Background: an optimization exercise with open tools, aiming at a short achievable clock period and few clock cycles per item. Do not read the settings as production practice.
Function was checked by simulation only, so behaviour that the tests miss may differ from the original.
Power figures rest on the tool's default switching activity, not on a simulated workload.

File: flow/run.sh
#!/bin/bash
# synth_recipe.tcl (not shown) runs the flow's synth.tcl, then flattens the netlist and writes it again
# the make line also repeats each setting of config.mk as NAME=value (left out here)
make -C /OpenROAD-flow-scripts/flow DESIGN_CONFIG=/design/flow/config.mk WORK_HOME=/design/flow/orfs CLKGATE_MAP_FILE= SYNTH_SCRIPT=/design/flow/synth_recipe.tcl finish
File: flow/config.mk
export PLATFORM = sky130hd
export DESIGN_NAME = value_list_with_search_delete
export DESIGN_NICKNAME = value_list_with_search_delete
export VERILOG_FILES = /design/flow/design.v
export SDC_FILE = /design/flow/constraint.sdc
export NUM_CORES = 4
export LEC_CHECK = 0
export CAP_MARGIN = 20
export CORE_MARGIN = 2
export CORE_UTILIZATION = 40
export SLEW_MARGIN = 20
File: flow/constraint.sdc
create_clock -name core_clock -period 6.0 [get_ports {clk}]
set_input_delay 1.2000 -clock core_clock [delete_from_list [all_inputs] [get_ports {clk}]]
set_output_delay 1.2000 -clock core_clock [all_outputs]
set_load 0.01 [all_outputs]
File: flow/design.v
package vlsd_pkg;
    localparam int CMD_W    = 3;
    localparam int VALUE_W  = 32;
    localparam int STATUS_W = 2;
    localparam int COUNT_W  = 7;
    localparam int IN_W     = 40;   
    localparam int OUT_W    = 16;   
    localparam int RES_W    = STATUS_W + 1 + COUNT_W;
    typedef enum logic [CMD_W-1:0] {
        CMD_PUSH_FRONT = 3'd0,
        CMD_PUSH_BACK  = 3'd1,
        CMD_POP_FRONT  = 3'd2,
        CMD_POP_BACK   = 3'd3,
        CMD_SEARCH     = 3'd4,
        CMD_SEARCH_DEL = 3'd5,
        CMD_CLEAR      = 3'd6
    } cmd_t;
    typedef enum logic [STATUS_W-1:0] {
        ST_OK       = 2'd0,
        ST_EMPTY    = 2'd1,
        ST_NOTFOUND = 2'd2,
        ST_FULL     = 2'd3
    } status_t;
    typedef struct packed {
        logic push_front;
        logic push_back;
        logic pop_front;
        logic pop_back;
        logic search;
        logic search_del;
        logic clear;
        logic nop;
    } op_t;
endpackage
module vlsd_ctrl
#(
    parameter int QD = 4    
)
(
    input  logic                          clk,
    input  logic                          rst_n,
    input  logic                          in_valid,
    output logic                          in_ready,
    input  logic [vlsd_pkg::IN_W-1:0]     in_data,
    output logic                          out_valid,
    input  logic                          out_ready,
    output logic [vlsd_pkg::RES_W-1:0]    out_data,
    output vlsd_pkg::op_t                 op,
    output logic [vlsd_pkg::VALUE_W-1:0]  op_value,
    output logic [vlsd_pkg::VALUE_W-1:0]  nx_value,
    input  logic [vlsd_pkg::RES_W-1:0]    res
);
    localparam int OW = $clog2(QD + 1);
    logic                         ready_reg;
    logic                         in_v, ex_v;
    logic [vlsd_pkg::CMD_W-1:0]   in_cmd;
    logic [vlsd_pkg::VALUE_W-1:0] in_val, ex_val;
    vlsd_pkg::op_t                op_reg, op_dec;
    logic [OW-1:0]                occ, occ_next;    
    logic [QD-1:0]                qv, qv_next;
    logic [vlsd_pkg::RES_W-1:0]   q      [QD];
    logic [vlsd_pkg::RES_W-1:0]   q_next [QD];
    logic                         acc, take;
    assign acc  = in_valid && ready_reg;
    assign take = qv[0] && out_ready;
    always_comb
    begin
        op_dec = '0;
        if (in_v)
            case (in_cmd)
                vlsd_pkg::CMD_PUSH_FRONT: op_dec.push_front = 1'b1;
                vlsd_pkg::CMD_PUSH_BACK:  op_dec.push_back  = 1'b1;
                vlsd_pkg::CMD_POP_FRONT:  op_dec.pop_front  = 1'b1;
                vlsd_pkg::CMD_POP_BACK:   op_dec.pop_back   = 1'b1;
                vlsd_pkg::CMD_SEARCH:     op_dec.search     = 1'b1;
                vlsd_pkg::CMD_SEARCH_DEL: op_dec.search_del = 1'b1;
                vlsd_pkg::CMD_CLEAR:      op_dec.clear      = 1'b1;
                default:                  op_dec.nop        = 1'b1;
            endcase
    end
    always_comb
    begin
        logic [QD-1:0]              sv;
        logic [vlsd_pkg::RES_W-1:0] sd [QD];
        for (int i = 0; i < QD; i++)
        begin
            sv[i] = take ? ((i == QD-1) ? 1'b0 : qv[(i == QD-1) ? i : i+1]) : qv[i];
            sd[i] = take ? q[(i == QD-1) ? i : i+1] : q[i];
        end
        for (int i = 0; i < QD; i++)
        begin
            if (ex_v && !sv[i] && ((i == 0) ? 1'b1 : sv[(i == 0) ? 0 : i-1]))
            begin
                qv_next[i] = 1'b1;
                q_next[i]  = res;
            end
            else
            begin
                qv_next[i] = sv[i];
                q_next[i]  = sd[i];
            end
        end
    end
    always_comb
    begin
        occ_next = occ;
        if (acc && !take)
            occ_next = occ + 1'b1;
        else if (!acc && take)
            occ_next = occ - 1'b1;
    end
    always_ff @(posedge clk or negedge rst_n)
    begin
        if (!rst_n)
        begin
            ready_reg <= 1'b1;
            in_v      <= 1'b0;
            ex_v      <= 1'b0;
            op_reg    <= '0;
            occ       <= '0;
            qv        <= '0;
        end
        else
        begin
            ready_reg <= (occ_next < OW'(QD));
            in_v      <= acc;
            ex_v      <= in_v;
            op_reg    <= op_dec;
            occ       <= occ_next;
            qv        <= qv_next;
        end
    end
    always_ff @(posedge clk)
    begin
        in_cmd <= in_data[vlsd_pkg::CMD_W-1:0];
        in_val <= in_data[vlsd_pkg::CMD_W+vlsd_pkg::VALUE_W-1:vlsd_pkg::CMD_W];
        ex_val <= in_val;
        for (int i = 0; i < QD; i++)
            q[i] <= q_next[i];
    end
    assign in_ready  = ready_reg;
    assign out_valid = qv[0];
    assign out_data  = q[0];
    assign op        = op_reg;
    assign op_value  = ex_val;
    assign nx_value  = in_val;
endmodule
module vlsd_dp
#(
    parameter int DEPTH = 64
)
(
    input  logic                          clk,
    input  logic                          rst_n,
    input  vlsd_pkg::op_t                 op,
    input  logic [vlsd_pkg::VALUE_W-1:0]  op_value,
    input  logic [vlsd_pkg::VALUE_W-1:0]  nx_value,
    output logic [vlsd_pkg::STATUS_W-1:0] res_status,
    output logic                          res_found,
    output logic [vlsd_pkg::COUNT_W-1:0]  res_count
);
    localparam int LG = $clog2(DEPTH);
    logic [vlsd_pkg::VALUE_W-1:0] ent     [DEPTH];
    logic [vlsd_pkg::VALUE_W-1:0] ent_next[DEPTH];
    logic [DEPTH-1:0]             vld, vld_next;     
    logic [DEPTH-1:0]             eq, eq_next;       
    logic [DEPTH-1:0]             eqr;               
    logic [vlsd_pkg::COUNT_W-1:0] cnt, cnt_next;
    logic [DEPTH-1:0]             pre;               
    logic [DEPTH-1:0]             shl;               
    logic [DEPTH-1:0]             at_end;            
    logic [DEPTH-1:0]             at_last;           
    logic                         full, empty, found;
    logic                         do_pf, do_pb, do_popf, do_popb, do_del;
    logic                         vv;
    assign full  = vld[DEPTH-1];
    assign empty = !vld[0];
    assign found = |eq;
    assign do_pf   = op.push_front && !full;
    assign do_pb   = op.push_back  && !full;
    assign do_popf = op.pop_front  && !empty;
    assign do_popb = op.pop_back   && !empty;
    assign do_del  = op.search_del && found;
    always_comb
    begin
        logic [DEPTH-1:0] p;
        p = eq;
        for (int s = 0; s < LG; s++)
            for (int i = 0; i < DEPTH; i++)
                if (((i >> s) & 1) == 1)
                    p[i] = p[i] | p[((i >> s) << s) - 1];
        pre = p;
    end
    always_comb
    begin
        for (int i = 0; i < DEPTH; i++)
        begin
            shl[i]     = op.pop_front || (op.search_del && pre[i]);
            at_end[i]  = !vld[i] && ((i == 0) ? 1'b1 : vld[(i == 0) ? 0 : i-1]);
            at_last[i] = vld[i] && ((i == DEPTH-1) ? 1'b1 : !vld[(i == DEPTH-1) ? i : i+1]);
        end
    end
    assign vv = (op_value == nx_value);
    always_comb
        for (int i = 0; i < DEPTH; i++)
            eqr[i] = vld[i] && (ent[i] == nx_value);
    always_comb
    begin
        for (int i = 0; i < DEPTH; i++)
        begin
            if (op.clear)
                eq_next[i] = 1'b0;
            else if (shl[i])
                eq_next[i] = (i == DEPTH-1) ? 1'b0 : eqr[(i == DEPTH-1) ? i : i+1];
            else if (do_pf)
                eq_next[i] = (i == 0) ? vv : eqr[(i == 0) ? 0 : i-1];
            else if (do_pb && at_end[i])
                eq_next[i] = vv;
            else if (do_popb && at_last[i])
                eq_next[i] = 1'b0;
            else
                eq_next[i] = eqr[i];
        end
    end
    always_comb
    begin
        for (int i = 0; i < DEPTH; i++)
        begin
            if (shl[i])
                ent_next[i] = ent[(i == DEPTH-1) ? i : i+1];
            else if (do_pf)
                ent_next[i] = (i == 0) ? op_value : ent[(i == 0) ? 0 : i-1];
            else if (do_pb && at_end[i])
                ent_next[i] = op_value;
            else
                ent_next[i] = ent[i];
        end
    end
    always_comb
    begin
        vld_next = vld;
        cnt_next = cnt;
        if (op.clear)
        begin
            vld_next = '0;
            cnt_next = '0;
        end
        else if (do_pf || do_pb)
        begin
            vld_next = {vld[DEPTH-2:0], 1'b1};
            cnt_next = cnt + 1'b1;
        end
        else if (do_popf || do_popb || do_del)
        begin
            vld_next = {1'b0, vld[DEPTH-1:1]};
            cnt_next = cnt - 1'b1;
        end
    end
    always_comb
    begin
        res_status = vlsd_pkg::ST_OK;
        res_found  = 1'b0;
        if ((op.push_front || op.push_back) && full)
            res_status = vlsd_pkg::ST_FULL;
        else if ((op.pop_front || op.pop_back || op.search || op.search_del) && empty)
            res_status = vlsd_pkg::ST_EMPTY;
        else if (op.search || op.search_del)
        begin
            if (found)
                res_found = 1'b1;
            else
                res_status = vlsd_pkg::ST_NOTFOUND;
        end
    end
    assign res_count = cnt_next;
    always_ff @(posedge clk or negedge rst_n)
    begin
        if (!rst_n)
        begin
            vld <= '0;
            cnt <= '0;
        end
        else
        begin
            vld <= vld_next;
            cnt <= cnt_next;
        end
    end
    always_ff @(posedge clk)
    begin
        eq <= eq_next;
        for (int i = 0; i < DEPTH; i++)
            ent[i] <= ent_next[i];
    end
endmodule
module value_list_with_search_delete
#(
    parameter int DEPTH = 64
)
(
    input  logic             clk,
    input  logic             rst_n,
    input  logic             s_tvalid,
    output logic             s_tready,
    input  logic [vlsd_pkg::IN_W-1:0]  s_tdata,    
    output logic             m_tvalid,
    input  logic             m_tready,
    output logic [vlsd_pkg::OUT_W-1:0] m_tdata     
);
    vlsd_pkg::op_t                 op;
    logic [vlsd_pkg::VALUE_W-1:0]  op_value;
    logic [vlsd_pkg::VALUE_W-1:0]  nx_value;
    logic [vlsd_pkg::STATUS_W-1:0] res_status;
    logic                          res_found;
    logic [vlsd_pkg::COUNT_W-1:0]  res_count;
    logic [vlsd_pkg::RES_W-1:0]    out_data;
    vlsd_ctrl u_ctrl
    (
        .clk       (clk),
        .rst_n     (rst_n),
        .in_valid  (s_tvalid),
        .in_ready  (s_tready),
        .in_data   (s_tdata),
        .out_valid (m_tvalid),
        .out_ready (m_tready),
        .out_data  (out_data),
        .op        (op),
        .op_value  (op_value),
        .nx_value  (nx_value),
        .res       ({res_count, res_found, res_status})
    );
    vlsd_dp #(
        .DEPTH (DEPTH)
    ) u_dp
    (
        .clk        (clk),
        .rst_n      (rst_n),
        .op         (op),
        .op_value   (op_value),
        .nx_value   (nx_value),
        .res_status (res_status),
        .res_found  (res_found),
        .res_count  (res_count)
    );
    assign m_tdata = {{(vlsd_pkg::OUT_W - vlsd_pkg::RES_W){1'b0}}, out_data};
endmodule
==> impl_metrics.py <==
metrics = {
    "die": {
        "floorplan.initialDensity_pct": 40.1,
        "fp-row-count": 209,
        "chipHeight_um": 573,
        "core_area_mm2": 0.323,
        "die_w_um": 573,
        "boundaryPins": 62,
        "die_area_mm2": 0.329,
    },
    "clock_tree": {
        "cts-buffers-inserted": 272,
        "clk_transition_reported_paths_ns": 0.06,
        "cts_tree": "built",
        "clock_sinks": 2307,
        "postCtsResizedCells": 0,
        "hold_buffers": 0,
        "clock_path_buffers": 4,
        "post_cts_buffers": 0,
        "cts-htree-levels": 5,
        "clk_root_buffer_cell": "sky130_fd_sc_hd__clkbuf_16",
        "clk_latency_worst_skew_pair_ns": 0.94,
    },
    "layout": {
        "largest_register": "u_dp.ent",
        "layout_commonest_cell": "sky130_fd_sc_hd__a21oi_1",
        "top_regs": "u_dp.ent (2048), u_dp.eq (64), u_dp.vld (64)",
        "final_layout_size_suffix_gt1_share_pct": 7.14,
        "final_nets": 13100,
        "flow.area_growth_from_synthesis_pct": 10.8,
        "layout.cell_area.non_filler_mm2": 0.144,
        "largest_register_ff_count": 2048,
        "layout_common_cells": "2,955 x sky130_fd_sc_hd__a21oi_1, 2,088 x sky130_fd_sc_hd__edfxtp_1, 1,225 x sky130_fd_sc_hd__nand2_1",
        "layoutNonFillerInstCount": 17600,
    },
    "synthesis": {
        "netlist_instances": 13500,
        "synthArstFlopShare_pct": 3.81,
        "area_of_the_mapped_netlist_mm2": 0.130,
        "ys_seq_area_share_pct": 52.1,
        "mean_cell_area_of_the_mapped_netlist_um2": 9.57,
        "synth-edff-count": 2088,
        "count_of_state_elements_after_synthesis": 2307,
        "ys_warn_count": 7,
        "yosys_cell_types": 76,
        "synth_top_flop_cell": "sky130_fd_sc_hd__edfxtp_1",
    },
    "timing": {
        "slew-limit-headroom_pct": 17.0,
        "timing.fmax_mhz": 203,
        "postLayoutSetupSlackWorst_ns": 1.06,
        "layout_min_cycle_time_ns": 4.94,
        "fin_skew_ns": 0.0679,
        "finalCritPeriodShare_pct": 82.3,
        "hold_viol": 0,
        "rsz0062_at_grt": "false",
        "report.final.slew_viol_count": 0,
        "tns_ns": 0,
        "tightestPinTransition_ns": 1.24,
        "report.final.setup_viol": 0,
    },
    "global_route": {
        "wire_length_of_the_first_global_routing_pass_um": 774000,
        "number_of_antenna_violations_at_the_first_check_in_global_routing": 9,
        "global_route.usage.total_pct": 32.1,
        "grt_max_degree": 225,
        "gr-total-overflow": 0,
        "first_global_vias": 104000,
    },
    "routing": {
        "drt-total-wl_um": 554000,
        "post_drt_wl_per_cell_um": 31.5,
        "remaining_drc_errors": 0,
        "post_drt_via_cell_ratio": 6.38,
        "route.antenna.remaining_nets": 0,
        "drt_first_pass_iters": 7,
        "detail_route.iter0.violations": 19000,
        "vias": 112000,
    },
    "placement": {
        "place_area_mm2": 0.135,
        "port_buffers": 50,
        "pre_cts_slack_ns": 1.22,
        "numPlacedInstances": 17100,
        "place.detailed.hpwl_um": 379000,
        "gp_routability_congestion": 0.999,
    },
    "setup_path": {
        "worstPathMaxFanout": 67,
        "worstReg2RegStart": "u_dp.eq[8]",
        "critical_path.most_common_cell": "sky130_fd_sc_hd__buf_4",
        "critical_path_required_ns": 6.60,
        "crit_path_start_kind": "register",
        "r2r.worst_path.cells": 10,
        "kind_of_capture_point_of_the_worst_setup_path": "register",
        "r2r-end": "u_dp.ent[61][25]",
        "worst-setup-path-type": "register to register",
        "timing.critical_path.slowest_stage_cell": "sky130_fd_sc_hd__nor4_4",
        "crit_path_cell_trace": "or4_1 -> or4_1 -> nor4_4 -> o21ai_4 -> buf_4 -> nor2_1 -> buf_4 -> o21ai_0 -> a211o_1 -> buf_4",
        "r2r_setup_slack_ns": 1.06,
        "crit_arrival_ns": 5.54,
        "stage_delay_of_the_slowest_cell_on_the_critical_path_ns": 1.01,
    },
    "power": {
        "irDropWorstVdd_mv": 0.237,
        "p_leak_nw": 46.9,
        "power_per_cell_area_mw_per_mm2": 350,
    },
    "flow_run": {
        "max-cap-violations": 0,
    },
    "status": {
        "outcome": "complete, no violations",
    },
    "hold_path": {
        "hold_path.class": "input pin to async pin",
    },
}
[worst max-delay path by stage]
| stage | start | to | slack (ns) | depth (start not counted) |
|---|---|---|---|---|
| 5_1_grt | u_dp.eq[8] | u_dp.ent[61][8] | 1.0 | 10 |
| 3_5_place_dp | u_dp.eq[8] | u_dp.ent[61][11] | 1.22 | 10 |
| 2_1_floorplan | u_dp.eq[1] | u_dp.ent[47][0] | 1.58 | 9 |
| 6_report | u_dp.eq[8] | u_dp.ent[61][25] | 1.06 | 10 |
| 4_1_cts | u_dp.eq[8] | u_dp.ent[61][5] | 1.23 | 10 |
| 3_3_place_gp | u_dp.eq[8] | u_dp.ent[61][8] | 1.23 | 10 |
[per-stage QoR]
stage | hold slack (ns) | power (mW) | util, %
after detailed placement | 0.471 | 33.5 | 41.8
after global routing | 0.344 | 51.6 | 44.4
after floorplan | 0.329 | 29.0 | -
after global placement | 0.461 | 33.4 | 41.8
final | 0.297 | 50.3 | 44.4
after CTS | 0.275 | 49.8 | 44.4
[metal layers]
metal	up-vias	GRT usage, %	wire (um)
met5	-	0.0581	46
met4	6	16.6	32800
met3	1497	7.62	70100
met2	8377	47.4	236000
met1	55000	43.8	214000
li1	47300	-	-
[cells in the mapped netlist (40+ instances only)]
master	count	area, um^2
sky130_fd_sc_hd__inv_1	40	150
sky130_fd_sc_hd__edfxtp_1	2088	62700
sky130_fd_sc_hd__buf_2	71	355
sky130_fd_sc_hd__o21ai_0	1192	5970
sky130_fd_sc_hd__xnor2_1	1012	8860
sky130_fd_sc_hd__a211oi_1	93	698
sky130_fd_sc_hd__clkbuf_1	958	3600
sky130_fd_sc_hd__nor3_1	106	531
sky130_fd_sc_hd__mux2i_1	62	621
sky130_fd_sc_hd__buf_1	173	649
sky130_fd_sc_hd__a21o_1	41	308
sky130_fd_sc_hd__dfxtp_1	131	2620
sky130_fd_sc_hd__a21oi_1	2968	14900
sky130_fd_sc_hd__nand4_1	262	1640
sky130_fd_sc_hd__nor2b_1	60	375
sky130_fd_sc_hd__nand3_1	154	771
sky130_fd_sc_hd__nor4_1	287	1800
sky130_fd_sc_hd__xor2_1	1060	9280
sky130_fd_sc_hd__nor2_1	1059	3980
sky130_fd_sc_hd__nand2_1	1251	4700
sky130_fd_sc_hd__dfrtp_1	87	2180
[power by group]
part	internal [mW]	switching, mW	total [mW]
Sequential	20.7	3.36	24.0
Clock	9.18	7.31	16.5
Combinational	3.29	6.48	9.76
[kinds of logic (layout without fill, tap and decap cells)]
family	Yosys count	after routing	synth area share, %
compound gates	4462	4462	17.9
xor+xnor	2072	2072	14.0
fa+ha+maj	6	6	0.0579
buf+inv	1255	944	3.74
flops	2307	2307	52.1
mux	94	94	0.756
other cells	1	15	0.00289
simple gates	3351	3351	11.5
[area by class of cell]
type | instances | area (um^2)
Fill cell | 31300 | 180000
Sequential cell | 2307 | 67700
Multi-Input combinational cell | 9991 | 58200
Clock buffer | 347 | 7340
Tap cell | 4325 | 5410
Timing Repair Buffer | 418 | 3890
Clock inverter | 139 | 1130
Inverter | 40 | 150
Antenna cell | 9 | 22.5
[critical path: cells and delay by family (launching register included)]
family / cells / cell delay [ns]
DFF: 1 / 0.37
buffers and inverters: 3 / 0.89
AOI/OAI and AO/OA: 3 / 0.67
and+or+nand+nor: 4 / 2.65
Testbench counts, summed over its fixed seeds: cycles 5,624, items 5,600.

static timing again, ports no longer ideal:
The results above use ideal ports. As a check the final layout listed here was re-extracted and re-timed, cells and wires unchanged. Step 1 sets driving cells, clkbuf_16 on the clock port and buf_2 on the other inputs (assumed; they add their load-dependent delay and slew). Step 2, shift: input delay + t, output delay - t, t = (earliest + latest rising clock arrival at the registers) / 2. This alone moves slack from input paths to output paths. Slacks: ideal ports / drivers / drivers and shift; pairs: ideal ports / drivers.
t (ns): 1.006
setup WS [ns]: 1.063 / 1.063 / 1.063
worst setup path at the end: register to register
worst register clock-pin slew, ns: 0.07 / 0.07
cell pins on the clock port's net: 1
After both steps this run still meets setup and hold. The setup slack of this run moves by 0.000 ns with the drivers and by 0.000 ns with both steps.
